This is an optimization exercise on Yosys and OpenROAD, whose aim is small area, not a production implementation.
Only simulation tests tie the RTL to the original design; equivalence was not proved.
Power is estimated from default activity; no workload was simulated.

build 5:
// mbed_tester_top
module mbed_tester_top (
    input  logic clk,
    input  logic rst,
    input  logic  i_psel,
    input  logic  i_penable,
    input  logic  i_pwrite,
    input  tester_regs_pkg::addr_t i_paddr,
    input  tester_regs_pkg::data_t i_pwdata,
    output tester_regs_pkg::data_t o_prdata,
    input  logic i_reset_btn_n,
    input  logic [3-1:0] i_digital_id,
    output logic o_reset_req,
    output logic o_reprogram_req,
    output logic o_reset_peripherals,
    output logic o_pwm_val,
    output logic o_pwm_drive,
    output logic o_sample_adc,
    input  logic [12-1:0] i_mux_meas,
    input  logic i_mux_updated,
    input  logic [4*12-1:0] i_anin_meas,
    input  logic [4-1:0] i_anin_updated
);
Size: ~3400 cells after synthesis, about 110 I/O pins, ~0.041 mm2 of cells after synthesis.
==> flow/config.mk <==
export PLATFORM = sky130hd
export DESIGN_NAME = mbed_tester_top
export DESIGN_NICKNAME = mbed_tester_top
export VERILOG_FILES = /design/flow/design.v
export SDC_FILE = /design/flow/constraint.sdc
export NUM_CORES = 4
export LEC_CHECK = 0
export CAP_MARGIN = 20
export CORE_MARGIN = 2
export CORE_UTILIZATION = 70
export CTS_BUF_LIST = sky130_fd_sc_hd__clkbuf_16
export CTS_CLUSTER_DIAMETER = 100
export CTS_CLUSTER_SIZE = 30
export SLEW_MARGIN = 20
==> flow/constraint.sdc <==
create_clock -name core_clock -period 6.0 [get_ports {clk}]
set_input_delay 1.2000 -clock core_clock [delete_from_list [all_inputs] [get_ports {clk}]]
set_output_delay 1.2000 -clock core_clock [all_outputs]
set_load 0.01 [all_outputs]
standard.sh (not shown) runs the stock make flow with config.mk's settings and CLKGATE_MAP_FILE= SYNTH_SCRIPT=/design/flow/synth_recipe.tcl, a recipe that flattens the netlist after the stock synthesis.
==> flow/flow/run.sh <==
#!/bin/bash
# Own flow: the standard synthesis, then its combinational logic re-mapped
# for area with ABC (every register kept, by name and cell type), then the standard flow's
# standard layout from that netlist. Each tool's output goes to a log here.
set -euo pipefail
W=$(pwd)
R=$W/orfs/results/$FLOW_PLATFORM/mbed_tester_top/base
YOSYS=$FLOW_HOME/../tools/install/yosys/bin/yosys

bash standard.sh synth > $W/log_1_synth.txt 2>&1
cp $R/1_2_yosys.v $W/std_1_2_yosys.v

printf 'set_driving_cell sky130_fd_sc_hd__buf_1\nset_load 5\n' > $W/reopt_constr.txt
export REOPT_LIB=$FLOW_HOME/platforms/sky130hd/lib/sky130_fd_sc_hd__tt_025C_1v80.lib
export REOPT_IN=$W/std_1_2_yosys.v
export REOPT_OUT=$W/reopt_1_2_yosys.v
export REOPT_STAT=$W/reopt_stat.txt
export REOPT_SCRIPT=$W/flow/abc_area.scr
export REOPT_CONSTR=$W/reopt_constr.txt
export REOPT_D=6000
export REOPT_DONT_USE="$(sed -n '/DONT_USE_CELLS/,/^$/p' $FLOW_HOME/platforms/sky130hd/config.mk | grep -o 'sky130_fd_sc_hd__[a-z0-9_]*' | tr '\n' ' ')"
$YOSYS -c $W/flow/reopt.tcl > $W/log_2_reopt.txt 2>&1

cp $REOPT_OUT $R/1_2_yosys.v
rm -f $R/1_synth.odb $R/1_synth.sdc
# Clock tree: the standard flow's CTS settings (from config.mk) without dummy loads
CTS_ARGS="-sink_clustering_enable -repair_clock_nets -buf_list sky130_fd_sc_hd__clkbuf_16 -sink_clustering_size 30 -sink_clustering_max_diameter 100 -dont_use_dummy_load"
# Port buffers: one buf_1 on every input and output port
PORT_ARGS="-inputs -outputs -buffer_cell sky130_fd_sc_hd__buf_1"
bash standard.sh "CTS_ARGS=$CTS_ARGS" "BUFFER_PORTS_ARGS=$PORT_ARGS" finish > $W/log_3_layout.txt 2>&1
==> flow/flow/abc_area.scr <==
strash
&get -n
&st
&dch -f -x
&nf -p -C 32 -F 8 -A 4 -R 30
&put
topo
stime -c
Other scripts of this flow, unchanged in this note and not shown: flow/flow/reopt.tcl
[inputs] build 14 vs build 5
-- flow/flow/run.sh --
<<< build 5, line 27
CTS_ARGS="-sink_clustering_enable -repair_clock_nets -buf_list sky130_fd_sc_hd__clkbuf_16 -sink_clustering_size 30 -sink_clustering_max_diameter 100 -dont_use_dummy_load"
>>> build 14, line 27
CTS_ARGS="-sink_clustering_enable -repair_clock_nets -buf_list sky130_fd_sc_hd__clkbuf_16 -sink_clustering_size 25 -sink_clustering_max_diameter 100 -dont_use_dummy_load"
<<< build 5, line 30
bash standard.sh "CTS_ARGS=$CTS_ARGS" "BUFFER_PORTS_ARGS=$PORT_ARGS" finish > $W/log_3_layout.txt 2>&1
>>> build 14, line 30
# Timing-driven placement reweights nets but keeps none of its trial buffers
bash standard.sh "CTS_ARGS=$CTS_ARGS" "BUFFER_PORTS_ARGS=$PORT_ARGS" GPL_KEEP_OVERFLOW=0 finish > $W/log_3_layout.txt 2>&1
-- flow/config.mk --
<<< build 5, line 13
export CTS_CLUSTER_SIZE = 30
>>> build 14, line 13
export CTS_CLUSTER_SIZE = 25
### Flow results
- The total wirelength of the detailed-routed design in build 14 sits 1.7% below the value recorded for build 5.
- For build 5, the source of the critical timing path was o_sample_adc, unlike build 14, where it was i_paddr[0].
- As far as total grt overflow is concerned, build 5 and build 14 perform about the same.
- Per the comparison of build 14 with build 5, total power went up; sequential share of layout area lower; non-clock buffer count now sits lower; layout overhead on the synthesized area rose 0.46 points.
For build 81, these inputs were changed with respect to build 14:
-- flow/flow/run.sh --
<<< build 14, line 30
# Timing-driven placement reweights nets but keeps none of its trial buffers
bash standard.sh "CTS_ARGS=$CTS_ARGS" "BUFFER_PORTS_ARGS=$PORT_ARGS" GPL_KEEP_OVERFLOW=0 finish > $W/log_3_layout.txt 2>&1
>>> build 81, line 30
bash standard.sh "CTS_ARGS=$CTS_ARGS" "BUFFER_PORTS_ARGS=$PORT_ARGS" finish > $W/log_3_layout.txt 2>&1
==> flow/flow/abc_area.scr <==
strash
&get -n
&st
&dch -f -x
&nf -p -C 32 -F 8 -A 4
&put
topo
stime -c
-- flow/config.mk --
<<< build 14, line 8
export CAP_MARGIN = 20
>>> build 81, line 8
export CAP_MARGIN = 10
<<< build 14, line 14
export SLEW_MARGIN = 20
>>> build 81, line 14
export SLEW_MARGIN = 10
- Build 81 completed end to end with timing, DRC and antenna clean.
- NOTE maximum resistive drop on vdd build 14->build 81 increased by more than a quarter
- Build 81: share of the core filled with cells in the final layout 0.29 points below build 14
- Standard cell area after detailed placement delta (build 81 -> build 14): insignificant
## Diff of input files: build 44 against build 81
-- flow/flow/run.sh --
<<< build 81, line 28
# Port buffers: one buf_1 on every input and output port
PORT_ARGS="-inputs -outputs -buffer_cell sky130_fd_sc_hd__buf_1"
bash standard.sh "CTS_ARGS=$CTS_ARGS" "BUFFER_PORTS_ARGS=$PORT_ARGS" finish > $W/log_3_layout.txt 2>&1
>>> build 44, line 28
bash standard.sh "CTS_ARGS=$CTS_ARGS" finish > $W/log_3_layout.txt 2>&1
-- flow/flow/abc_area.scr --
<<< build 81, line 4
&dch -f -x
>>> build 44, line 4
&dch -f
-- flow/config.mk --
<<< build 81, line 8
export CAP_MARGIN = 10
>>> build 44, line 8
export CAP_MARGIN = 20
<<< build 81, line 10
export CORE_UTILIZATION = 70
>>> build 44, line 10
export CORE_UTILIZATION = 55
<<< build 81, line 14
export SLEW_MARGIN = 10
>>> build 44, line 14
export SLEW_MARGIN = 20
Notes after the runs:
Re hold slack: build 81 was lower than build 44. Post-route fraction of the period consumed by the critical path came out higher on build 44 than on build 81. In build 44 relative to build 81, area after synthesis had gone up slightly. Proportion of power drawn by flip-flops and latches in build 44 is 0.2 points below build 81. Cell with the largest stage delay on the worst path: clkdlybuf4s50_1 -> build 44, buf_1 -> build 81. Count of cells resized by post-cts repair: build 81 vs build 44 identical. Diff build 81 -> build 44: via count -471, part of the total power dissipated in combinational logic +0.3 points, maximum single-stage delay on the critical path -0.12 ns. On first-pass GRT wire length, build 44 does worse than build 81. NOTE number of buffers outside the clock class in the layout build 81->build 44 increased slightly. Looking at end of the critical path, the sum[2][36] result is from build 81; the sum[1][58] one comes from build 44.
> inputs changed (build 44 -> build 76)
-- flow/flow/run.sh --
<<< build 44, line 28
bash standard.sh "CTS_ARGS=$CTS_ARGS" finish > $W/log_3_layout.txt 2>&1
>>> build 76, line 28
# Port buffers: one buf_1 on every input and output port
PORT_ARGS="-inputs -outputs -buffer_cell sky130_fd_sc_hd__buf_1"
bash standard.sh "CTS_ARGS=$CTS_ARGS" "BUFFER_PORTS_ARGS=$PORT_ARGS" finish > $W/log_3_layout.txt 2>&1
-- flow/flow/abc_area.scr --
<<< build 44, line 4
&dch -f
>>> build 76, line 4
&dch -f -x
-- flow/config.mk --
<<< build 44, line 10
export CORE_UTILIZATION = 55
>>> build 76, line 10
export CORE_UTILIZATION = 65
- Summary — register-to-register setup slack, build 76 relative to build 44: lower, by 0.08 ns.
- The number of cells on the critical path of build 76 is lower than that of build 44.
- The first-pass GRT wire length of build 76 is lower than that of build 44.
- For the count of inverters not on the clock network in the layout, build 76 came in about 10% lower than build 44 did.
- Horizontal die dimension (build 76 vs. build 44) decreases by a little under 10%
- Build 76 ends up with a leakage component of the power that is about 3.3% lower than in build 44.
- Higher clock slew seen by the registers of the worst setup and hold paths was reported by build 44, not build 76.
- NOTE: average wire per standard cell in build 76 falls short of that of build 44
- When the final numbers for build 44 and build 76 were put side by side, the relative contribution of combinational cells to total power turned out to be smaller in build 76.

separate check: timing with driven ports:
In the flow no input, the clock included, has a driving cell. The finished layouts below were timed again as built, in two steps.
Step 1, drivers: a clkbuf_16 drives clk and a buf_2 each remaining input, both assumed.
Step 2 adds t to the input delays and takes it off the output delays; t is the mean of the earliest and latest rising clock arrival at the registers after step 1. Input paths then give back, and output paths get back, about the clock's delay inside the block.
a / b / c = ideal / step 1 / step 2; a / b = the first two.
run	t (ns)	setup slack, ns	worst register clock-pin slew, ns	cell pins on the clock port's net
build 5	0.669	0.437 / 0.436 / -0.085	0.12 / 0.12	1
build 14	0.680	0.258 / 0.292 / -0.388	0.11 / 0.11	1
build 81	0.687	0.791 / 0.797 / 0.139	0.11 / 0.11	1
build 44	0.710	0.738 / 0.789 / 0.079	0.11 / 0.11	1
build 76	0.708	0.474 / 0.441 / -0.267	0.10 / 0.10	1
Met with ideal ports but missed after step 2: setup timing in build 5, build 14 and build 76. For build 76, which loses most, drivers alone change the setup slack by -0.033 ns; drivers and shift together by -0.741 ns.
